Source: an optimization exercise on an open RTL-to-GDS flow (aim: small area). Production flows keep margins and buffers that such runs may drop.
Function was checked by simulation only, so behaviour that the tests miss may differ from the original.
Power is estimated from default activity; no workload was simulated.

==> flow/design.v <==
package ps2_pkg;
    localparam logic [7:0] PS2_E0 = 8'hE0;
    localparam logic [7:0] PS2_F0 = 8'hF0;
    localparam logic [7:0] PS2_E1 = 8'hE1;
    localparam logic [7:0] PS2_AA = 8'hAA;
    localparam logic [7:0] PS2_FA = 8'hFA;
    localparam logic [7:0] PS2_EE = 8'hEE;
    localparam logic [7:0] PS2_FE = 8'hFE;
    localparam int unsigned EVT_W       = 10;
    localparam int unsigned EVT_BRK_BIT = 9;
    localparam int unsigned EVT_EXT_BIT = 8;
    localparam logic [2:0] PAUSE_SKIP = 3'd7;
    typedef enum logic [2:0] {
        DEC_IDLE,
        DEC_EXT,
        DEC_BRK,
        DEC_EXT_BRK,
        DEC_PAUSE
    } dec_state_t;
endpackage
import ps2_pkg::*;
module ps2_frame_rx #(
    parameter int unsigned FILTER_LEN     = 16,
    parameter int unsigned TIMEOUT_CYCLES = 50000,
    parameter int unsigned CHECK_PARITY   = 1
) (
    input  logic       i_clk,
    input  logic       i_reset,
    input  logic       i_ps2_clk,
    input  logic       i_ps2_dat,
    output logic       o_byte_valid,
    output logic [7:0] o_byte,
    output logic       o_frame_err
);
    localparam int unsigned TW = $clog2(TIMEOUT_CYCLES + 1);
    localparam int unsigned FW = $clog2(FILTER_LEN + 1);
    logic                  r_clk_s1, r_clk_s2;
    logic                  r_dat_s1, r_dat_s2;
    logic [FW-1:0]         r_run;
    logic                  r_fclk, r_fclk_d;
    logic [3:0]            r_bitcnt;
    logic [9:0]            r_shift;
    logic [TW-1:0]         r_to_cnt;
    logic        w_fall;
    logic [10:0] w_frame;
    logic        w_good;
    logic        w_timeout;
    logic        w_flip;
    logic        w_diff;
    assign w_fall    = r_fclk_d & ~r_fclk;
    assign w_frame   = {r_dat_s2, r_shift};
    assign w_good    = ~w_frame[0] & w_frame[10] & ((CHECK_PARITY == 0) | (^w_frame[9:1]));
    assign w_timeout = (r_bitcnt != 4'd0) && !w_fall && (r_to_cnt == TW'(TIMEOUT_CYCLES - 1));
    assign w_flip    = (r_run == FW'(FILTER_LEN));
    assign w_diff    = r_clk_s2 ^ r_fclk;
    assign o_byte    = r_shift[8:1];
    always_ff @(posedge i_clk) begin
        if (w_fall && r_bitcnt != 4'd10) begin
            r_shift <= {r_dat_s2, r_shift[9:1]};
        end
    end
    always_ff @(posedge i_clk) begin
        if (i_reset) begin
            r_clk_s1     <= 1'b1;
            r_clk_s2     <= 1'b1;
            r_dat_s1     <= 1'b1;
            r_dat_s2     <= 1'b1;
            r_run        <= '0;
            r_fclk       <= 1'b1;
            r_fclk_d     <= 1'b1;
            r_bitcnt     <= 4'd0;
            r_to_cnt     <= '0;
            o_byte_valid <= 1'b0;
            o_frame_err  <= 1'b0;
        end else begin
            r_clk_s1 <= i_ps2_clk;
            r_clk_s2 <= r_clk_s1;
            r_dat_s1 <= i_ps2_dat;
            r_dat_s2 <= r_dat_s1;
            if (w_flip) begin
                r_fclk <= ~r_fclk;
                r_run  <= FW'(~w_diff);
            end else if (w_diff) begin
                r_run  <= r_run + 1'b1;
            end else begin
                r_run  <= '0;
            end
            r_fclk_d     <= r_fclk;
            o_byte_valid <= 1'b0;
            o_frame_err  <= 1'b0;
            if (w_fall) begin
                r_to_cnt <= '0;
                if (r_bitcnt == 4'd10) begin
                    r_bitcnt <= 4'd0;
                    if (w_good) begin
                        o_byte_valid <= 1'b1;
                    end else begin
                        o_frame_err <= 1'b1;
                    end
                end else begin
                    r_bitcnt <= r_bitcnt + 4'd1;
                end
            end else if (r_bitcnt != 4'd0) begin
                if (w_timeout) begin
                    o_frame_err <= 1'b1;
                    r_bitcnt    <= 4'd0;
                    r_to_cnt    <= '0;
                end else begin
                    r_to_cnt <= r_to_cnt + 1'b1;
                end
            end else begin
                r_to_cnt <= '0;
            end
        end
    end
endmodule
import ps2_pkg::*;
module ps2_keyboard_rx #(
    parameter int unsigned FILTER_LEN     = 16,
    parameter int unsigned TIMEOUT_CYCLES = 50000,
    parameter int unsigned FIFO_DEPTH     = 8,
    parameter int unsigned CHECK_PARITY   = 1,
    parameter int unsigned REPEAT_FILTER  = 1
) (
    input  logic         c50,
    input  logic         reset,
    input  logic         ps2_clk,
    input  logic         ps2_dat,
    output logic         evt_valid,
    input  logic         evt_ready,
    output logic [9:0]   evt_data,
    output logic [511:0] key_down,
    output logic [511:0] make_sticky,
    output logic [511:0] break_sticky,
    input  logic         clr_make,
    input  logic         clr_break,
    input  logic         clr_status,
    output logic [23:0]  last_seq,
    output logic         frame_err,
    output logic         overflow
);
    localparam int unsigned AW = $clog2(FIFO_DEPTH);
    logic       w_byte_valid;
    logic [7:0] w_byte;
    logic       w_frame_err;
    ps2_frame_rx #(
        .FILTER_LEN     (FILTER_LEN),
        .TIMEOUT_CYCLES (TIMEOUT_CYCLES),
        .CHECK_PARITY   (CHECK_PARITY)
    ) u_frame_rx (
        .i_clk        (c50),
        .i_reset      (reset),
        .i_ps2_clk    (ps2_clk),
        .i_ps2_dat    (ps2_dat),
        .o_byte_valid (w_byte_valid),
        .o_byte       (w_byte),
        .o_frame_err  (w_frame_err)
    );
    logic       r_ext, r_brk;
    logic [2:0] r_skip;
    logic       w_key_evt, w_brk, w_ext;
    logic       w_dropped;
    logic       w_pause;
    assign w_pause   = (r_skip != 3'd0);
    assign w_dropped = (w_byte == PS2_AA) || (w_byte == PS2_FA) || (w_byte == PS2_EE) ||
                       (w_byte == PS2_FE) || (w_byte == 8'h00)  || (w_byte == 8'hFF);
    assign w_ext     = r_ext;
    assign w_brk     = r_brk;
    assign w_key_evt = w_byte_valid && !w_pause && (r_brk ||
                       (r_ext ? (w_byte != PS2_F0 && w_byte != PS2_E0)
                              : (w_byte != PS2_E0 && w_byte != PS2_F0 && w_byte != PS2_E1 &&
                                 !w_dropped)));
    always_ff @(posedge c50) begin
        if (reset || w_frame_err) begin
            r_ext  <= 1'b0;
            r_brk  <= 1'b0;
            r_skip <= 3'd0;
        end else if (w_byte_valid) begin
            if (w_pause) begin
                r_skip <= r_skip - 3'd1;
            end else if (r_brk) begin
                r_ext <= 1'b0;
                r_brk <= 1'b0;
            end else if (w_byte == PS2_F0) begin
                r_brk <= 1'b1;
            end else if (w_byte == PS2_E0) begin
                r_ext <= 1'b1;
            end else if (!r_ext && w_byte == PS2_E1) begin
                r_skip <= PAUSE_SKIP;
            end else begin
                r_ext <= 1'b0;
            end
        end
    end
    logic [511:0] r_key_down, r_make_sticky, r_break_sticky;
    logic [511:0] w_hit_n;
    logic [31:0]  w_row_n;
    logic [15:0]  w_col_n;
    logic [8:0]   w_key;
    logic         w_hit;
    logic         w_kd_d, w_set_make, w_set_break, w_keep_make, w_keep_break;
    logic         w_push;
    logic [9:0]   r_seq;
    assign w_key = {w_ext, w_byte};
    for (genvar i = 0; i < 32; i++) begin : g_row
        assign w_row_n[i] = ~(reset | (w_key_evt & (w_key[8:4] == 5'(i))));
    end
    for (genvar j = 0; j < 16; j++) begin : g_col
        assign w_col_n[j] = ~(reset | (w_key[3:0] == 4'(j)));
    end
    assign w_hit        = ~&w_hit_n;
    assign w_kd_d       = ~reset & ~w_brk;
    assign w_set_make   = ~reset & ~w_brk & ~((REPEAT_FILTER != 0) & w_hit);
    assign w_set_break  = ~reset & w_brk;
    assign w_keep_make  = ~reset & ~clr_make;
    assign w_keep_break = ~reset & ~clr_break;
    assign w_push       = w_key_evt & (w_brk | ~((REPEAT_FILTER != 0) & w_hit));
    for (genvar k = 0; k < 512; k++) begin : g_key
        ps2_key_cell u_cell (
            .i_clk        (c50),
            .i_row_n      (w_row_n[k / 16]),
            .i_col_n      (w_col_n[k % 16]),
            .i_kd_d       (w_kd_d),
            .i_set_make   (w_set_make),
            .i_set_break  (w_set_break),
            .i_keep_make  (w_keep_make),
            .i_keep_break (w_keep_break),
            .o_key_down   (r_key_down[k]),
            .o_make       (r_make_sticky[k]),
            .o_break      (r_break_sticky[k]),
            .o_hit_n      (w_hit_n[k])
        );
    end
    always_ff @(posedge c50) begin
        if (reset) begin
            r_seq <= '0;
        end else if (w_key_evt) begin
            r_seq <= {w_ext, w_brk, w_byte};
        end
    end
    logic [EVT_W-1:0] r_mem [FIFO_DEPTH];
    logic [AW:0]      r_wr, r_rd;
    logic             r_overflow;
    logic             w_full, w_pop, w_wr;
    assign evt_valid = (r_wr != r_rd);
    assign w_full    = (r_wr == (r_rd ^ (AW+1)'(FIFO_DEPTH)));
    assign w_pop     = evt_valid & evt_ready;
    assign w_wr      = w_push & (~w_full | w_pop);
    always_ff @(posedge c50) begin
        if (w_wr) begin
            r_mem[r_wr[AW-1:0]] <= {w_brk, w_ext, w_byte};
        end
    end
    always_ff @(posedge c50) begin
        if (reset) begin
            r_wr       <= '0;
            r_rd       <= '0;
            r_overflow <= 1'b0;
        end else begin
            if (w_wr) begin
                r_wr <= r_wr + 1'b1;
            end
            if (w_pop) begin
                r_rd <= r_rd + 1'b1;
            end
            if (clr_status) begin
                r_overflow <= 1'b0;
            end
            if (w_push && w_full && !w_pop) begin
                r_overflow <= 1'b1;
            end
        end
    end
    assign evt_data     = evt_valid ? r_mem[r_rd[AW-1:0]] : '0;
    assign key_down     = r_key_down;
    assign make_sticky  = r_make_sticky;
    assign break_sticky = r_break_sticky;
    assign last_seq     = {{3{r_seq[9]}}, 5'd0, {4{r_seq[8]}}, 4'd0, r_seq[7:0]};
    assign frame_err    = w_frame_err;
    assign overflow     = r_overflow;
endmodule
module ps2_key_cell (
    input  logic i_clk,
    input  logic i_row_n,
    input  logic i_col_n,
    input  logic i_kd_d,
    input  logic i_set_make,
    input  logic i_set_break,
    input  logic i_keep_make,
    input  logic i_keep_break,
    output logic o_key_down,
    output logic o_make,
    output logic o_break,
    output logic o_hit_n
);
    logic w_sel;
    assign w_sel   = ~(i_row_n | i_col_n);
    assign o_hit_n = ~(w_sel & o_key_down);
    always_ff @(posedge i_clk) begin
        if (w_sel) begin
            o_key_down <= i_kd_d;
        end
        o_make  <= (w_sel & i_set_make)  | (o_make  & i_keep_make);
        o_break <= (w_sel & i_set_break) | (o_break & i_keep_break);
    end
endmodule
==> flow/flow/run.sh <==
#!/bin/bash
# Standard layout, with the smallest buffer on the ports.
set -e
cp standard.sh my_standard_copy.sh.txt 2>/dev/null || true
export BUFFER_PORTS_ARGS="-buffer_cell sky130_fd_sc_hd__buf_1"
bash standard.sh > standard.log 2>&1
==> flow/standard.sh <==
#!/bin/bash
# synth_recipe.tcl (not shown) runs the flow's synth.tcl, then flattens the netlist and writes it again
# the make line also repeats each setting of config.mk as NAME=value (left out here)
make -C /OpenROAD-flow-scripts/flow DESIGN_CONFIG=/design/flow/config.mk WORK_HOME=/design/flow/orfs CLKGATE_MAP_FILE= SYNTH_SCRIPT=/design/flow/synth_recipe.tcl "${@:-finish}"
==> flow/config.mk <==
export PLATFORM = sky130hd
export DESIGN_NAME = ps2_keyboard_rx
export DESIGN_NICKNAME = ps2_keyboard_rx
export VERILOG_FILES = /design/flow/design.v
export SDC_FILE = /design/flow/constraint.sdc
export NUM_CORES = 4
export LEC_CHECK = 0
export CAP_MARGIN = 20
export CORE_AREA = 10 10 550 550
export DIE_AREA = 0 0 560 560
export SLEW_MARGIN = 20
==> flow/constraint.sdc <==
create_clock -name core_clock -period 10.0 [get_ports {c50}]
set_input_delay 2.0000 -clock core_clock [delete_from_list [all_inputs] [get_ports {c50}]]
set_output_delay 2.0000 -clock core_clock [all_outputs]
set_load 0.01 [all_outputs]
==> implementation parameters, run 1 <==
Parameter                              Value

Logic synthesis
  Cell type with the highest aggregate area in the netlist    dfxtp_1
  Top cells by area, synth    dfxtp_1, edfxtp_1, buf_4
  Number of enable flip-flop cells after synthesis    602
  Area share of the largest cell type after synthesis    0.304
  Average size of a mapped cell    10.7 sq um
  Distinct cell type count of the synthesized netlist    78
  Number of instances in the synthesized netlist    between 6000 and 7000
  Commonest cells in the synthesized netlist    buf_4, dfxtp_1, a22o_1, edfxtp_1, nor2_1
  Number of warning messages in the yosys log    3
  Post-synthesis sequential area ratio    0.557
  Top_reg_cell synth    dfxtp_1
  Fraction of registers with async set/reset    0
  Most repeated cell in the gate-level netlist after synthesis    buf_4
  Cell area after technology mapping    71400 sq um
  Flop and latch count out of synthesis    1686

GRT
  Global router's overall resource usage    0.287
  Global-route wire length before repair    598000 um
  Number of global-route vias before repair    52100
  Largest net degree at the start of global routing    160
  Overflow after GRT    0
  Initial antenna violation count    53

Floorplanning
  Number of I/O pins    1581
  Std-Cell Core Area    291000 sq um
  Number of rows in the core area    about 200
  Horizontal die dimension    560 um
  Height of the die    between 500 and 600 um
  Initial cell density of the core    0.246
  Die outline area    314000 sq um

STA
  Fin Setup TNS    0 ps
  Share of the cycle needed by the critical path after routing    0.803
  Final Max Slew Viols    0
  Worst rel slew slack    0.154
  Setup repair after global routing missed its margin    false
  Period minus WS final    8030 ps
  Post-Route Skew    approximately 64 ps
  Final Setup Violations    0
  Final Hold Vio Count    0
  Actual transition at the worst max-transition pin    between 1000 and 1500 ps
  Upper clock frequency limit    125 MHz

Worst setup path
  Length in cells of the worst reg-to-reg path    17
  Data required, critical path    10780 ps
  Data arrival time of the critical path    8800 ps
  Slack of the worst reg-to-reg path    1970 ps
  Kind of capture point of the worst setup path    flip-flop
  Reg-to-reg critical path endpoint    g_key[110].u_cell.o_make$_DFF_P_
  Kind of critical path    reg -> reg
  Biggest fanout along the worst timing path    26
  Launch instance of the worst register-to-register path    u_frame_rx.r_shift[3]$_DFFE_PP_
  Startpoint type of the worst setup path    flip-flop

Finish
  Area delta synth->final    9.45%
  Register cell area after layout    around 40000 sq um
  Layout filler cell count    30500
  NumNets Final    6656
  Layout cells sized above 1    0.100
  Post-route design area    a little under 80000 sq um
  Area occupied by multi-input gates    18800 sq um

CTS
  CTS Root Cell    clkbuf_16
  Post-cts gate resize count    0
  CTS tree    done
  Maximum clock insertion buffer count    4
  Clock sink total    ~1700
  Clock H-tree levels    4
  Number of buffers created by CTS    about 200
  Clock-pin slew of the registers on the worst-case setup and hold paths    60 ps
  Number of buffers inserted by post-CTS setup repair    0
  Worst-Skew Late Latency    around 920 ps
  Hold Buf Count CTS    0

Flow run
  Maximum Capacitance Violations    0

Drt
  Remaining antenna violation count after routing    0
  Vias post-DR    54600
  First-pass iteration count of the detailed router    6
  Number of DRC violations after detailed-routing iteration 0    ~7600
  Count of unresolved DRC violations after routing    0
  Final Routed Wirelength    475000 um
  Mean number of vias per cell    5.10
  Detail-routed net length per standard cell    44.4 um

Min path
  Hold Path Class    reg -> reg
  Min-Delay Endpoint    u_frame_rx.r_dat_s2$_SDFF_PP1_
  Startpoint of the lowest-slack hold path    u_frame_rx.r_dat_s1$_SDFF_PP1_
  Min-Delay Path Depth    1

Power
  Peak VDD IR    172 uV
  Power density cells    211 nW/um^2
  Static Leakage    about 0.027 uW

Place
  Half-perimeter wire length after detailed placement    362000 um
  Standard cell area after detailed placement    71000 sq um
  Routability congestion estimate from global placement    between 0.9 and 1
  Number of buffer cells added on primary ports    1571

Outcome
  Run status  no timing/DRC/antenna violations
## worst max-delay path, stage by stage, from the launching register on
cell and delay (ps):
edfxtp_1 590, inv_1 190, ha_2 770, and3b_1 880, a21oi_2 110, buf_4 280
a41oi_4 430, buf_4 370, nor2_1 70, buf_4 220, a2111oi_1 880, nand4_1 360
nor4_1 420, nand4_1 360, nor4b_4 400, buf_4 460, nand2_1 590, o21ai_0 390
## per-stage QoR
stage,cells,total power (uW),setup slack (ps),hold WS [ps],util
after global placement,10300,8640,911,394,0.244
after detailed placement,10300,8640,1060,394,0.244
after global routing,10700,16900,1770,405,0.269
after floorplan,6684,7910,658,389,-
final,10700,16500,1970,378,0.269
after CTS,10700,16600,2010,379,0.269
## sequential cells by signal, indices dropped and copies added, names as in the netlist, 5 cells and up, named ones only
register	count
g_key.u_cell.o_key_down	512
g_key.u_cell.o_make	512
u_frame_rx.r_shift	10
u_frame_rx.r_run	5
r_mem	80
g_key.u_cell.o_break	512
u_frame_rx.r_to_cnt	16
r_seq	10
## final cells by class
cell class | count | area share
Multi-Input combinational cell | 2950 | 0.240
Clock buffer | 265 | 0.0731
Sequential cell | 1686 | 0.509
Inverter | 30 | 0.00160
Clock inverter | 110 | 0.0175
Timing Repair Buffer | 1751 | 0.0957
Antenna cell | 8 | 0.000256
Tap cell | 3900 | 0.0625
## worst max path at each step
stage | slack [ps] | end | cells after the start | startpoint
finish | 1970 | g_key[110].u_cell.o_make$_DFF_P_ | 17 | u_frame_rx.r_shift[3]$_DFFE_PP_
global route | 1770 | g_key[108].u_cell.o_make$_DFF_P_ | 17 | u_frame_rx.r_shift[3]$_DFFE_PP_
detailed placement | 1060 | g_key[376].u_cell.o_make$_DFF_P_ | 14 | reset
global placement | 910 | g_key[381].u_cell.o_make$_DFF_P_ | 15 | reset
CTS | 2010 | g_key[376].u_cell.o_make$_DFF_P_ | 14 | reset
floorplan | 660 | g_key[0].u_cell.o_key_down$_DFFE_PN_ | 3 | reset
## power breakdown
| group | switching, uW | internal, uW |
|---|---|---|
| clock network | 3370 | 4620 |
| registers | 186 | 7210 |
| logic | 921 | 175 |
| total | 4480 | 12000 |
## routing by layer
metal / vias to the layer above / global-route usage / part of all wire
met3: 675 / 0.0921 / 0.097
met1: 28300 / 0.349 / 0.39
met5: - / 0 / 0.00014
li1: 21900 / - / -
met4: 10 / 0.120 / 0.052
met2: 3671 / 0.465 / 0.46
## placed cells by master, fill, tap and decap left out, types with 18 or more instances in the layout
master	n
a21oi_1	57
a22o_1	680
nand2_1	507
and2_1	23
or2_2	20
o21ai_1	36
o22ai_1	30
dfxtp_1	1083
bufinv_16	21
nor2_1	579
edfxtp_1	602
xnor2_1	18
inv_1	28
clkbuf_1	31
buf_4	161
clkbuf_16	211
o31ai_1	48
clkinv_2	31
nand4_1	26
clkbuf_8	23
o21ai_0	336
ha_1	19
a221oi_1	21
a22oi_1	112
mux4_2	20
buf_1	1569
nand3_1	52
## cell families (layout without fill, tap and decap cells)
logic type,count (synthesis),count (layout),share of synthesized area
flip-flops,1686,1686,0.557
other,1,17,0.0000525
XOR/XNOR,28,28,0.00344
multiplexers,36,36,0.00861
AO/OA/AOI/OAI,1519,1519,0.158
AND/OR/NAND/NOR,1331,1331,0.0781
buffers and inverters,2048,2156,0.190
adder cells (fa/ha/maj),27,27,0.00473
==> run 2, diff against run 1 <==
==> flow/flow/run.sh (replaced) <==
#!/bin/bash
# Standard layout (the standard.sh) with three changes made through ORFS variables:
# the smallest buffer on the ports, larger clock-sink clusters without dummy loads, and
# power recovery (downsizing of cells off the critical paths) after global routing.
set -e
export BUFFER_PORTS_ARGS="-buffer_cell sky130_fd_sc_hd__buf_1"
export CTS_ARGS="-sink_clustering_enable -repair_clock_nets -sink_clustering_size 30 -sink_clustering_max_diameter 80 -dont_use_dummy_load"
export RECOVER_POWER=100
bash standard.sh > standard.log 2>&1
--- a/flow/config.mk
+++ b/flow/config.mk
@@ -10,2 +10,3 @@
 export DIE_AREA = 0 0 560 560
 export SLEW_MARGIN = 20
+export SYNTH_HIERARCHICAL = 1
==> implementation parameters, run 2 <==
Parameter                              Value

Outcome
  Run status    complete, but fails checks
  Layout check faults    max-capacitance violations, max-slew violations

Drt
  Final Routed Wirelength    298000 um (-37%)
  Number of DRC violations after detailed-routing iteration 0    5072 (-33%)
  Detail-routed net length per standard cell    29.8 um (-33%)
  First-pass iteration count of the detailed router    7 (+1)
  Vias post-DR    47400 (-13%)
  Mean number of vias per cell    4.74 (-7.0%)
  Count of unresolved DRC violations after routing    0 (unchanged)
  Remaining antenna violation count after routing    0 (unchanged)

CTS
  Clock sink total    1686 (unchanged)
  Clock-pin slew of the registers on the worst-case setup and hold paths    120 ps (+60 ps)
  Number of buffers created by CTS    86 (-57%)
  CTS Root Cell    clkbuf_16
  Maximum clock insertion buffer count    4 (unchanged)
  Post-cts gate resize count    0 (unchanged)
  CTS tree    done
  Clock H-tree levels    3 (-1)
  Hold Buf Count CTS    0 (unchanged)
  Number of buffers inserted by post-CTS setup repair    0 (unchanged)
  Worst-Skew Late Latency    870 ps (-50 ps)

Logic synthesis
  Number of enable flip-flop cells after synthesis    602 (unchanged)
  Flop and latch count out of synthesis    1686 (unchanged)
  Cell type with the highest aggregate area in the netlist    dfxtp_1
  Area share of the largest cell type after synthesis    0.374 (+0.0704)
  Distinct cell type count of the synthesized netlist    66 (-15%)
  Complex-gate fraction of the synthesized area    0.164 (+0.00610)
  Cell area after technology mapping    58000 sq um (-19%)
  Average size of a mapped cell    13.4 sq um (+25%)
  Number of instances in the synthesized netlist    4331 (-35%)
  Most repeated cell in the gate-level netlist after synthesis    dfxtp_1
  Commonest cells in the synthesized netlist    dfxtp_1, a22o_1, edfxtp_1, nand2_1, nor2_2
  Simple-gate portion of the synthesized area    0.125 (+0.0470)
  Area share of fa/ha/maj cells after synthesis    0.00233 (-0.00240)
  Post-synthesis sequential area ratio    0.686 (+0.129)
  Multiplexer share of the synthesized area    0.0111 (+0.00245)
  Post-Synth XOR/XNOR Area    0.00471 (+0.00127)
  Top cells by area, synth    dfxtp_1, edfxtp_1, a22o_1
  Fraction of registers with async set/reset    0 (unchanged)
  Top_reg_cell synth    dfxtp_1
  Combinational family with the most area after synthesis    compound AO/OA/AOI/OAI gates
  Number of warning messages in the yosys log    9 (+6)

STA
  Final Max Slew Viols    792 (+792)
  Worst rel slew slack    -1.04 (-1.19)
  Period minus WS final    8780 ps (+754 ps)
  Actual transition at the worst max-transition pin    3060 ps (+1790 ps)
  Share of the cycle needed by the critical path after routing    0.878 (+0.0754)
  Post-Route Skew    149 ps (+84.8 ps)
  Crit path setup slack, layout    1220 ps (-754 ps)
  Upper clock frequency limit    114 MHz (-8.6%)
  Setup repair after global routing missed its margin    false
  Final Setup Violations    0 (unchanged)
  Final Hold Vio Count    0 (unchanged)

Power
  Power density cells    166 nW/um^2 (-21%)
  Static Leakage    0.0241 uW (-10%)
  Peak VDD IR    174 uV (+1.2%)
  Power consumption    11900 uW (-28%)

Floorplanning
  Horizontal die dimension    560 um (unchanged)
  Std-Cell Core Area    291000 sq um (unchanged)
  Initial cell density of the core    0.199 (-0.0462)
  Number of I/O pins    1581 (unchanged)
  Height of the die    560 um (unchanged)
  Die outline area    314000 sq um (unchanged)
  Number of rows in the core area    198 (unchanged)

Finish
  Registers with the highest flip-flop counts    g_key.u_cell.o_break (512), g_key.u_cell.o_key_down (512), g_key.u_cell.o_make (512)
  Layout cells sized above 1    0.0559 (-0.0442)
  NumNets Final    6102 (-8.3%)
  Area delta synth->final    22.9%
  Commonest cells after routing, fill and taps aside    buf_1, dfxtp_1, a22o_1
  Most common cell after layout, fill and taps aside    buf_1

Place
  Half-perimeter wire length after detailed placement    225000 um (-38%)
  Routability congestion estimate from global placement    0.957 (+5.0%)
  Minimum setup slack after placement    1310 ps (+256 ps)
  Number of buffer cells added on primary ports    1571 (unchanged)

GRT
  Met3 usage    0.0508 (-0.0413)
  Number of global-route vias before repair    46200 (-11%)
  Met1 demand-to-capacity share in global routing    0.210 (-0.139)
  Global router's overall resource usage    0.177 (-0.110)
  Top Usage Layer GRT    met2
  Global-route wire length before repair    401000 um (-33%)
  Initial antenna violation count    11 (-79%)
  Met2 track demand over resource in global routing    0.296 (-0.169)
  Largest net degree at the start of global routing    158 (-1.3%)
  Overflow after GRT    0 (unchanged)

Worst setup path
  Kind of critical path    in -> reg
  Biggest fanout along the worst timing path    128 (+390%)
  Data arrival time of the critical path    9460 ps (+660 ps)
  Startpoint type of the worst setup path    primary input
  Data required, critical path    10680 ps (-100 ps)
  Kind of capture point of the worst setup path    flip-flop

Flow run
  Maximum Capacitance Violations    18 (+18)

Min path
  Hold Path Class    reg -> reg
[run 2: changes by cell type after synthesis, sizes merged, moves of 26 or more]
cell	previous run	this run
buf	1638	35
o21ai	373	4
clkbuf	380	24
a22o	680	1024
nand4	26	141
a22oi	112	0
o31ai	48	2
nand3	52	12
nand2	508	545
o22ai	31	0
nor2	600	570
nor4	16	43
and2	29	3
[run 2: worst paths after layout]
kind | cells past startpoint | endpoint | slack [ps] | from
worst min-delay path | 1 | u_frame_rx.r_dat_s2$_SDFF_PP1_ | 420 | u_frame_rx.r_dat_s1$_SDFF_PP1_
worst min register to register | 1 | u_frame_rx.r_dat_s2$_SDFF_PP1_ | 420 | u_frame_rx.r_dat_s1$_SDFF_PP1_
worst max-delay path | 7 | g_key[247].u_cell.o_break$_DFF_P_ | 1220 | reset
worst max register to register | 19 | g_key[259].u_cell.o_make$_DFF_P_ | 1240 | u_frame_rx.r_shift[1]$_DFFE_PP_
[run 2: power breakdown]
part,switching [uW],leakage (uW),internal (uW)
Clock,2190,0.00106,1540
Sequential,65.3,0.0144,7200
Combinational,710,0.00866,146
[run 2: cell type report]
type	instances	area, sq um
flip-flops and latches	1686	39800
inverters	11	41.3
fillers	31100	219000
well taps	3900	4880
repair buffers	1716	7180
diodes	14	35.0
multi-input cells	2583	17200
clock buffers	86	2150
[run 2: layer usage]
metal	routed length, um	vias up
li1	-	20000
met1	112000	23900
met2	141000	3065
met3	28900	509
met4	15500	2
met5	19	-
[run 2: modules after synthesis (local to each module, per instance), a selection]
module | flip-flops and latches | area [sq um] | times used
ps2_keyboard_rx | 107 | 6080 | 1
ps2_key_cell | 3 | 97.6 | 512
[run 2: through the flow]
| stage | hold WS [ps] | instance area [sq um] | utilization | TNS (ps) | std cells |
|---|---|---|---|---|---|
| 5_1_grt | 437 | 71200 | 0.245 | 0 | 9985 |
| 6_report | 420 | 71200 | 0.245 | 0 | 9996 |
| 2_1_floorplan | 389 | 58000 | - | -776100 | 4339 |
| 3_3_place_gp | 392 | 70400 | 0.242 | 0 | 9892 |
| 4_1_cts | 420 | 72700 | 0.250 | 0 | 9982 |
| 3_5_place_dp | 393 | 70500 | 0.243 | 0 | 9896 |
[run 2: kinds of logic after synthesis]
| kind of cell | after synthesis |
|---|---|
| muxes | 38 |
| other | 1 |
| DFF | 1686 |
| adders and majority gates | 11 |
| buffers and inverters | 70 |
| and+or+nand+nor | 1384 |
| xor gates and xnor gates | 28 |
| AOI/OAI and AO/OA | 1113 |
[run 2: critical path: stages]
cell	delay, ps
clkbuf_1	540
clkbuf_1	620
clkbuf_1	910
nor2_1	1940
buf_12	370
buf_2	2220
a22o_1	420
==> run 3, diff against run 2 <==
--- a/flow/design.v
+++ b/flow/design.v
@@ -34,4 +34,7 @@
 );
     localparam int unsigned TW = $clog2(TIMEOUT_CYCLES + 1);
+    localparam logic [15:0] TO_SEED = 16'h0001;
+    localparam logic [15:0] TO_TAPS = 16'hB400;
+    localparam logic [15:0] TO_LAST = 16'hECED;
     localparam int unsigned FW = $clog2(FILTER_LEN + 1);
     logic                  r_clk_s1, r_clk_s2;
@@ -41,5 +44,5 @@
     logic [3:0]            r_bitcnt;
     logic [9:0]            r_shift;
-    logic [TW-1:0]         r_to_cnt;
+    logic [15:0]           r_to_cnt;
     logic        w_fall;
     logic [10:0] w_frame;
@@ -51,10 +54,12 @@
     assign w_frame   = {r_dat_s2, r_shift};
     assign w_good    = ~w_frame[0] & w_frame[10] & ((CHECK_PARITY == 0) | (^w_frame[9:1]));
-    assign w_timeout = (r_bitcnt != 4'd0) && !w_fall && (r_to_cnt == TW'(TIMEOUT_CYCLES - 1));
+    assign w_timeout = (r_bitcnt != 4'd0) && !w_fall && (r_to_cnt == TO_LAST);
     assign w_flip    = (r_run == FW'(FILTER_LEN));
     assign w_diff    = r_clk_s2 ^ r_fclk;
     assign o_byte    = r_shift[8:1];
     always_ff @(posedge i_clk) begin
-        if (w_fall && r_bitcnt != 4'd10) begin
+        if (i_reset) begin
+            r_shift <= '0;
+        end else if (w_fall && r_bitcnt != 4'd10) begin
             r_shift <= {r_dat_s2, r_shift[9:1]};
         end
@@ -70,5 +75,5 @@
             r_fclk_d     <= 1'b1;
             r_bitcnt     <= 4'd0;
-            r_to_cnt     <= '0;
+            r_to_cnt     <= TO_SEED;
             o_byte_valid <= 1'b0;
             o_frame_err  <= 1'b0;
@@ -80,5 +85,5 @@
             if (w_flip) begin
                 r_fclk <= ~r_fclk;
-                r_run  <= FW'(~w_diff);
+                r_run  <= w_diff ? FW'(0) : FW'(1);
             end else if (w_diff) begin
                 r_run  <= r_run + 1'b1;
@@ -90,5 +95,5 @@
             o_frame_err  <= 1'b0;
             if (w_fall) begin
-                r_to_cnt <= '0;
+                r_to_cnt <= TO_SEED;
                 if (r_bitcnt == 4'd10) begin
                     r_bitcnt <= 4'd0;
@@ -105,10 +110,10 @@
                     o_frame_err <= 1'b1;
                     r_bitcnt    <= 4'd0;
-                    r_to_cnt    <= '0;
+                    r_to_cnt    <= TO_SEED;
                 end else begin
-                    r_to_cnt <= r_to_cnt + 1'b1;
+                    r_to_cnt <= {1'b0, r_to_cnt[15:1]} ^ (r_to_cnt[0] ? TO_TAPS : 16'h0000);
                 end
             end else begin
-                r_to_cnt <= '0;
+                r_to_cnt <= TO_SEED;
             end
         end
@@ -194,5 +199,7 @@
     end
     logic [511:0] r_key_down, r_make_sticky, r_break_sticky;
-    logic [511:0] w_hit_n;
+    logic [511:0] w_sel;
+    logic [512:0] w_sel_x, w_kd_x;
+    logic [170:0] w_hit_n;
     logic [31:0]  w_row_n;
     logic [15:0]  w_col_n;
@@ -209,4 +216,6 @@
         assign w_col_n[j] = ~(reset | (w_key[3:0] == 4'(j)));
     end
+    assign w_sel_x      = {1'b0, w_sel};
+    assign w_kd_x       = {1'b0, r_key_down};
     assign w_hit        = ~&w_hit_n;
     assign w_kd_d       = ~reset & ~w_brk;
@@ -229,5 +238,12 @@
             .o_make       (r_make_sticky[k]),
             .o_break      (r_break_sticky[k]),
-            .o_hit_n      (w_hit_n[k])
+            .o_sel        (w_sel[k])
+        );
+    end
+    for (genvar g = 0; g < 171; g++) begin : g_hit
+        ps2_hit3 u_hit (
+            .i_sel   (w_sel_x[3*g +: 3]),
+            .i_key   (w_kd_x[3*g +: 3]),
+            .o_hit_n (w_hit_n[g])
         );
     end
@@ -247,8 +263,14 @@
     assign w_pop     = evt_valid & evt_ready;
     assign w_wr      = w_push & (~w_full | w_pop);
-    always_ff @(posedge c50) begin
-        if (w_wr) begin
-            r_mem[r_wr[AW-1:0]] <= {w_brk, w_ext, w_byte};
-        end
+    for (genvar e = 0; e < FIFO_DEPTH; e++) begin : g_mem
+        logic w_we;
+        assign w_we = w_wr & (r_wr[AW-1:0] == AW'(e));
+        ps2_fifo_entry u_entry (
+            .i_clk  (c50),
+            .i_we   (w_we),
+            .i_we_n (~w_we),
+            .i_d    ({w_brk, w_ext, w_byte}),
+            .o_q    (r_mem[e])
+        );
     end
     always_ff @(posedge c50) begin
@@ -292,9 +314,9 @@
     output logic o_make,
     output logic o_break,
-    output logic o_hit_n
+    output logic o_sel
 );
     logic w_sel;
-    assign w_sel   = ~(i_row_n | i_col_n);
-    assign o_hit_n = ~(w_sel & o_key_down);
+    assign w_sel = ~(i_row_n | i_col_n);
+    assign o_sel = w_sel;
     always_ff @(posedge i_clk) begin
         if (w_sel) begin
@@ -305,2 +327,20 @@
     end
 endmodule
+module ps2_hit3 (
+    input  logic [2:0] i_sel,
+    input  logic [2:0] i_key,
+    output logic       o_hit_n
+);
+    assign o_hit_n = ~|(i_sel & i_key);
+endmodule
+module ps2_fifo_entry (
+    input  logic       i_clk,
+    input  logic       i_we,
+    input  logic       i_we_n,
+    input  logic [9:0] i_d,
+    output logic [9:0] o_q
+);
+    always_ff @(posedge i_clk) begin
+        o_q <= (i_d & {10{i_we}}) | (o_q & {10{i_we_n}});
+    end
+endmodule
==> flow/flow/run.sh (replaced) <==
#!/bin/bash
# Standard layout (the standard.sh) with these changes:
#  - after the standard synthesis, every combinational cell is set to its smallest drive
#    strength (flow/downsize.py); the repair steps of the layout size up where needed;
#  - the smallest buffer on the ports;
#  - larger clock-sink clusters without dummy loads;
set -e
export BUFFER_PORTS_ARGS="-buffer_cell sky130_fd_sc_hd__buf_1"
export CTS_ARGS="-sink_clustering_enable -repair_clock_nets -sink_clustering_size 30 -sink_clustering_max_diameter 80 -dont_use_dummy_load"
RES=orfs/results/sky130hd/ps2_keyboard_rx/base
bash standard.sh synth > standard_synth.log 2>&1
python3 flow/downsize.py "$FLOW_HOME/platforms/sky130hd/lib/sky130_fd_sc_hd__tt_025C_1v80.lib" "$RES/1_2_yosys.v" > downsize.log 2>&1
rm -f "$RES/1_synth.odb" "$RES/1_synth.sdc"
bash standard.sh > standard.log 2>&1
==> flow/flow/downsize.py (new file) <==
#!/usr/bin/env python3
"""Give every combinational cell of the synthesized netlist the smallest drive strength of
its kind (same function and pins), leaving flip-flops alone. The placement and timing
repair steps that follow size cells up again where slew, load or timing need it.
usage: downsize.py LIBERTY NETLIST  (NETLIST is rewritten in place)"""
import re
import sys

lib, net = sys.argv[1], sys.argv[2]
text = open(lib).read()
area = {}
for name, a in re.findall(r'cell\s*\(\s*"?(sky130_fd_sc_hd__\w+)"?\s*\)\s*\{.*?\barea\s*:\s*([\d.]+)', text, re.S):
    area[name] = float(a)
kinds = {}
for name in area:
    m = re.match(r'(sky130_fd_sc_hd__\w+?)_(\d+)$', name)
    if m:
        kinds.setdefault(m.group(1), []).append(name)
skip = re.compile(r'sky130_fd_sc_hd__(s?e?df|dl|lpflow|probe|tap|fill|decap|conb|clk)')
best = {}
for kind, names in kinds.items():
    if skip.match(kind + '_'):
        continue
    small = min(names, key=lambda n: (area[n], n))
    for n in names:
        if n != small and area[small] < area[n]:
            best[n] = small
v = open(net).read()
count = 0
def sub(m):
    global count
    if m.group(1) in best:
        count += 1
        return best[m.group(1)] + m.group(2)
    return m.group(0)
v = re.sub(r'\b(sky130_fd_sc_hd__\w+)(\s+\S+\s*\()', sub, v)
open(net, 'w').write(v)
print(f'downsized {count} cells')
--- a/flow/config.mk
+++ b/flow/config.mk
@@ -9,4 +9,4 @@
 export CORE_AREA = 10 10 550 550
 export DIE_AREA = 0 0 560 560
-export SLEW_MARGIN = 20
+export SLEW_MARGIN = 50
 export SYNTH_HIERARCHICAL = 1
==> implementation parameters, run 3 <==
Parameter                              Value

Drt
  Final Routed Wirelength    297000 um (-0.27%)
  Number of DRC violations after detailed-routing iteration 0    6365 (+25%)
  Remaining antenna violation count after routing    0 (unchanged)
  First-pass iteration count of the detailed router    10 (+3)
  Mean number of vias per cell    4.85 (+2.3%)
  Count of unresolved DRC violations after routing    0 (unchanged)
  Detail-routed net length per standard cell    30.5 um (+2.4%)
  Vias post-DR    47200 (-0.40%)

Logic synthesis
  Average size of a mapped cell    13.8 sq um (+2.9%)
  Number of warning messages in the yosys log    11 (+2)
  Number of instances in the synthesized netlist    4018 (-7.2%)
  Cell area after technology mapping    55300 sq um (-4.5%)

Floorplanning
  Std-Cell Core Area    291000 sq um (unchanged)
  Height of the die    560 um (unchanged)
  Die outline area    314000 sq um (unchanged)
  Number of I/O pins    1581 (unchanged)
  Horizontal die dimension    560 um (unchanged)
  Number of rows in the core area    198 (unchanged)
  Initial cell density of the core    0.190 (-0.00899)

CTS
  CTS Root Cell    clkbuf_16
  CTS tree    done
  Post-cts gate resize count    0 (unchanged)
  Clock-pin slew of the registers on the worst-case setup and hold paths    110 ps (about the same)
  Worst-Skew Late Latency    870 ps (about the same)
  Clock sink total    1683 (-0.18%)
  Maximum clock insertion buffer count    4 (unchanged)
  Number of buffers created by CTS    94 (+9.3%)
  Hold Buf Count CTS    0 (unchanged)
  Number of buffers inserted by post-CTS setup repair    0 (unchanged)
  Clock H-tree levels    3 (unchanged)

GRT
  Largest net degree at the start of global routing    172 (+8.9%)
  Met2 track demand over resource in global routing    0.303 (+0.00686)
  Top Usage Layer GRT    met2
  Number of global-route vias before repair    46500 (+0.58%)
  Global-route wire length before repair    402000 um (+0.16%)
  Global router's overall resource usage    0.177 (about the same)
  Overflow after GRT    0 (unchanged)
  Initial antenna violation count    25 (+14)
  Met1 demand-to-capacity share in global routing    0.202 (-0.00777)
  Met3 usage    0.0506 (-0.000203)

Finish
  NumNets Final    5852 (-4.1%)
  Most common cell after layout, fill and taps aside    buf_1
  Non-filler instance count after layout    9732 (-2.6%)
  Post-route core utilization    0.246 (+0.000585)
  Registers with the highest flip-flop counts    g_key.u_cell.o_break (512), g_key.u_cell.o_key_down (512), g_key.u_cell.o_make (512)
  Commonest cells after routing, fill and taps aside    buf_1, dfxtp_1, a22o_1
  Layout cells sized above 1    0.0720 (+0.0161)
  Area delta synth->final    29.0%

Place
  Minimum setup slack after placement    1170 ps (-142 ps)
  Cell total after placement    9624 (-2.7%)
  Half-perimeter wire length after detailed placement    225000 um (+0.17%)
  Routability congestion estimate from global placement    0.928 (-3.1%)
  Number of buffer cells added on primary ports    1571 (unchanged)

STA
  Post-Route Skew    144 ps (-4.86 ps)
  Fin Setup TNS    0 ps (unchanged)
  Upper clock frequency limit    131 MHz (+15%)
  Actual transition at the worst max-transition pin    889 ps (-2170 ps)
  Setup repair after global routing missed its margin    false
  Final Setup Violations    0 (unchanged)
  Crit path setup slack, layout    2350 ps (+1130 ps)
  Final Max Slew Viols    0 (-100%)
  Share of the cycle needed by the critical path after routing    0.765 (-0.113)
  Period minus WS final    7650 ps (-1130 ps)
  Final Hold Vio Count    0 (unchanged)
  Worst rel slew slack    0.407 (+1.44)

Worst setup path
  Data arrival time of the critical path    8310 ps (-1150 ps)
  Biggest fanout along the worst timing path    37 (-71%)
  Kind of capture point of the worst setup path    flip-flop
  Startpoint type of the worst setup path    primary input
  Kind of critical path    in -> reg
  Data required, critical path    10660 ps (-20 ps)

Power
  Power consumption    12100 uW (+1.9%)
  Peak VDD IR    180 uV (+3.1%)
  Power density cells    169 nW/um^2 (+1.6%)
  Static Leakage    0.0244 uW (+1.1%)

Outcome
  Run status  no timing/DRC/antenna violations

Min path
  Hold Path Class    reg -> reg

Flow run
  Maximum Capacitance Violations    0 (-18)
## run 3: cell types whose count changed in the layout (fill, tap and decap cells not counted), moves of 55 or more
| cell | delta |
|---|---|
| nand4_1 | -94 |
| edfxtp_1 | -90 |
| buf_4 | +55 |
| nand2_1 | -512 |
| a222oi_1 | +190 |
| buf_1 | +84 |
| a22o_1 | +80 |
| dfxtp_1 | +84 |
| clkbuf_1 | -131 |
## run 3: routing by layer
metal  up-vias  share of wire
met1     23800           0.36
met2      3215           0.48
met5         -        0.00018
met4         8          0.054
met3       535          0.099
li1      19700              -
## run 3: through the flow
stage	hold slack [ps]	area [sq um]
2_1_floorplan	389	55400
3_3_place_gp	405	68100
3_5_place_dp	406	68900
4_1_cts	416	71300
5_1_grt	421	71400
6_report	420	71400
## run 3: path summary, 6_finish.rpt
kind / from / end / slack, ps / cells past startpoint
max: reset / g_mem[5].u_entry.o_q[1]$_DFF_P_ / 2350 / 14
min reg2reg: u_frame_rx.r_to_cnt[3]$_SDFF_PP0_ / u_frame_rx.r_to_cnt[2]$_SDFF_PP0_ / 420 / 2
min: u_frame_rx.r_to_cnt[3]$_SDFF_PP0_ / u_frame_rx.r_to_cnt[2]$_SDFF_PP0_ / 420 / 2
max reg2reg: u_frame_rx.r_shift[2]$_SDFFE_PP0P_ / g_mem[5].u_entry.o_q[1]$_DFF_P_ / 2520 / 20
## run 3: power breakdown
group	switching, uW	total (uW)	leakage (uW)	internal [uW]
Clock	2220	3890	0.00116	1670
Sequential	75.1	7210	0.0142	7140
Combinational	768	970	0.00895	202
## run 3: layout make-up
class | count | area, sq um
Clock buffer | 94 | 2350
Multi-Input combinational cell | 2236 | 17000
Inverter | 28 | 105
Fill cell | 30700 | 219000
Antenna cell | 9 | 22.5
Sequential cell | 1683 | 38800
Tap cell | 3900 | 4880
Timing Repair Buffer | 1782 | 8190
## run 3: critical path, stage by stage
cell and delay [ps]:
clkbuf_4 370, buf_12 380, a31oi_4 470, buf_4 620, nor2_2 270, a222oi_1 720
nand4_1 460, nor4_4 680, nand4_1 430, o31ai_1 630, nor3b_1 250, buf_4 290
nand3_1 310, a22o_1 300
==> run 4, diff against run 3 <==
--- a/flow/config.mk
+++ b/flow/config.mk
@@ -9,4 +9,4 @@
 export CORE_AREA = 10 10 550 550
 export DIE_AREA = 0 0 560 560
-export SLEW_MARGIN = 50
+export SLEW_MARGIN = 35
 export SYNTH_HIERARCHICAL = 1
==> implementation parameters, run 4 <==
Parameter                              Value

Min path
  Startpoint of the lowest-slack hold path    u_frame_rx.r_to_cnt[1]$_SDFF_PP0_
  Hold Path Class    reg -> reg

CTS
  CTS tree    done
  Number of buffers created by CTS    91 (-3.2%)
  Worst-Skew Late Latency    860 ps (about the same)
  Hold Buf Count CTS    0 (unchanged)
  Clock-pin slew of the registers on the worst-case setup and hold paths    120 ps (about the same)
  Clock H-tree levels    3 (unchanged)
  Number of buffers inserted by post-CTS setup repair    0 (unchanged)
  Post-cts gate resize count    0 (unchanged)
  Maximum clock insertion buffer count    4 (unchanged)
  CTS Root Cell    clkbuf_16
  Clock sink total    1683 (unchanged)

Drt
  Final Routed Wirelength    296000 um (-0.16%)
  Mean number of vias per cell    4.85 (-0.11%)
  Remaining antenna violation count after routing    0 (unchanged)
  Count of unresolved DRC violations after routing    0 (unchanged)
  Number of DRC violations after detailed-routing iteration 0    6504 (+2.2%)
  Detail-routed net length per standard cell    30.6 um (+0.25%)
  First-pass iteration count of the detailed router    10 (unchanged)
  Vias post-DR    47000 (-0.52%)

STA
  Final Max Slew Viols    0 (unchanged)
  Final Setup Violations    0 (unchanged)
  Setup repair after global routing missed its margin    false
  Share of the cycle needed by the critical path after routing    0.826 (+0.0607)
  Final Hold Slack    416 ps (-3.87 ps)
  Worst rel slew slack    0.302 (-0.106)
  Period minus WS final    8260 ps (+607 ps)
  Final Hold Vio Count    0 (unchanged)
  Crit path setup slack, layout    1740 ps (-607 ps)
  Actual transition at the worst max-transition pin    1050 ps (+158 ps)
  Fin Setup TNS    0 ps (unchanged)
  Post-Route Skew    146 ps (+1.33 ps)
  Upper clock frequency limit    121 MHz (-7.3%)

GRT
  Largest net degree at the start of global routing    173 (+0.58%)
  Initial antenna violation count    23 (-8.0%)
  Number of global-route vias before repair    46000 (-0.95%)
  Global router's overall resource usage    0.176 (-0.000788)
  Global-route wire length before repair    399000 um (-0.72%)
  Overflow after GRT    0 (unchanged)

Floorplanning
  Initial cell density of the core    0.190 (unchanged)
  Die outline area    314000 sq um (unchanged)
  Height of the die    560 um (unchanged)
  Number of rows in the core area    198 (unchanged)
  Std-Cell Core Area    291000 sq um (unchanged)
  Horizontal die dimension    560 um (unchanged)
  Number of I/O pins    1581 (unchanged)

Place
  Minimum setup slack after placement    1120 ps (-49.5 ps)
  Half-perimeter wire length after detailed placement    223000 um (-1.1%)
  Number of buffer cells added on primary ports    1571 (unchanged)
  Routability congestion estimate from global placement    0.928 (unchanged)

Logic synthesis
  Number of instances in the synthesized netlist    4018 (unchanged)
  Average size of a mapped cell    13.8 sq um (unchanged)
  Cell area after technology mapping    55300 sq um (unchanged)
  Number of warning messages in the yosys log    11 (unchanged)

Worst setup path
  Kind of capture point of the worst setup path    flip-flop
  Startpoint type of the worst setup path    flip-flop
  Data required, critical path    10670 ps (about the same)
  Biggest fanout along the worst timing path    19 (-49%)
  Kind of critical path    reg -> reg
  Launch instance of the worst register-to-register path    u_frame_rx.r_shift[7]$_SDFFE_PP0P_
  Data arrival time of the critical path    8920 ps (+610 ps)
  CP startpoint    u_frame_rx.r_shift[7]$_SDFFE_PP0P_

Finish
  Most common cell after layout, fill and taps aside    buf_1
  Registers with the highest flip-flop counts    g_key.u_cell.o_break (512), g_key.u_cell.o_key_down (512), g_key.u_cell.o_make (512)
  NumNets Final    5814 (-0.65%)
  Commonest cells after routing, fill and taps aside    buf_1, dfxtp_1, a22o_1
  Area delta synth->final    28.0%
  Layout filler cell count    30700 (+0.062%)
  Layout cells sized above 1    0.0626 (-0.00938)

Power
  Power density cells    170 nW/um^2 (+0.22%)
  Peak VDD IR    173 uV (-3.6%)
  Static Leakage    0.0241 uW (-1.1%)

Outcome
  Run status  no timing/DRC/antenna violations

Flow run
  Maximum Capacitance Violations    0 (unchanged)
==> run 4: stage by stage <==
stage / area [sq um] / power, uW / utilization / std cells
2_1_floorplan: 55400 / 7730 / - / 4028
3_3_place_gp: 68100 / 8300 / 0.234 / 9573
3_5_place_dp: 68400 / 8330 / 0.235 / 9589
4_1_cts: 70700 / 12100 / 0.243 / 9680
5_1_grt: 70800 / 12400 / 0.244 / 9686
6_report: 70800 / 12000 / 0.244 / 9692
==> run 4: final timing paths <==
path / endpoint / slack (ps) / depth (start not counted)
hold / removal: u_frame_rx.r_to_cnt[0]$_SDFF_PP1_ / 420 / 1
setup / recovery: g_mem[4].u_entry.o_q[7]$_DFF_P_ / 1740 / 17
hold reg to reg: u_frame_rx.r_to_cnt[0]$_SDFF_PP1_ / 420 / 1
setup reg to reg: g_mem[4].u_entry.o_q[7]$_DFF_P_ / 1740 / 17
==> run 4: critical path, stage by stage, from the launching register on <==
cell and delay, ps:
dfxtp_1 470, buf_4 340, and2_1 740, o2111ai_1 280, o311ai_2 210, nor2_4 270, a31oi_4 430, buf_4 450
nor2_1 190, a222oi_1 860, nand4_1 620, nor4_4 680, nand4_1 490, o31ai_1 750, nor3b_1 280, buf_4 300
nand3_1 330, a22o_1 320
==> run 4: final cells by class <==
cell class / instances / area (sq um) / area share
sequential: 1683 / 38800 / 0.548
multi-input combinational: 2236 / 16900 / 0.239
timing repair buffer: 1747 / 7810 / 0.110
tap: 3900 / 4880 / 0.0689
clock buffer: 91 / 2280 / 0.0322
inverter: 28 / 105 / 0.00148
antenna: 7 / 17.5 / 0.000247
==> run 4: layer usage <==
| metal | track usage | routed length [um] | up-vias |
|---|---|---|---|
| met3 | 0.0513 | 29700 | 492 |
| met2 | 0.304 | 145000 | 3181 |
| met1 | 0.202 | 107000 | 23700 |
| met4 | 0.0756 | 14700 | 4 |
| met5 | 0 | 27 | - |
| li1 | - | - | 19600 |
==> run 4: report_power, final <==
group / switching [uW] / internal (uW) / total (uW) / leakage, uW
sequential: 74.8 / 7140 / 7220 / 0.0142
clock: 2220 / 1620 / 3840 / 0.00112
combinational: 762 / 187 / 949 / 0.00873

what the ideal ports hide:
In the flow no input, the clock included, has a driving cell. The finished layouts below were timed again as built, in two steps.
Step 1: set_driving_cell puts a clkbuf_16 on c50 and a buf_2 on each other input, an assumption about the parent block.
Step 2, shift: input delay + t, output delay - t, t = (earliest + latest rising clock arrival at the registers) / 2. This alone moves slack from input paths to output paths.
a / b / c = no drivers / after step 1 / after step 2; a / b = the first two.
| run | t, ns | slack for setup (ns) | pins driven straight from the clock port |
|---|---|---|---|
| run 1 | 0.984 | 1.973 / 1.973 / 1.066 | 1 |
| run 2 | 0.904 | 1.218 / 1.239 / 0.397 | 1 |
| run 3 | 0.898 | 2.351 / 2.426 / 1.527 | 1 |
| run 4 | 0.893 | 1.744 / 1.744 / 1.047 | 1 |
For run 1, which loses most, drivers alone change the setup slack by 0.000 ns; drivers and shift together by -0.907 ns.
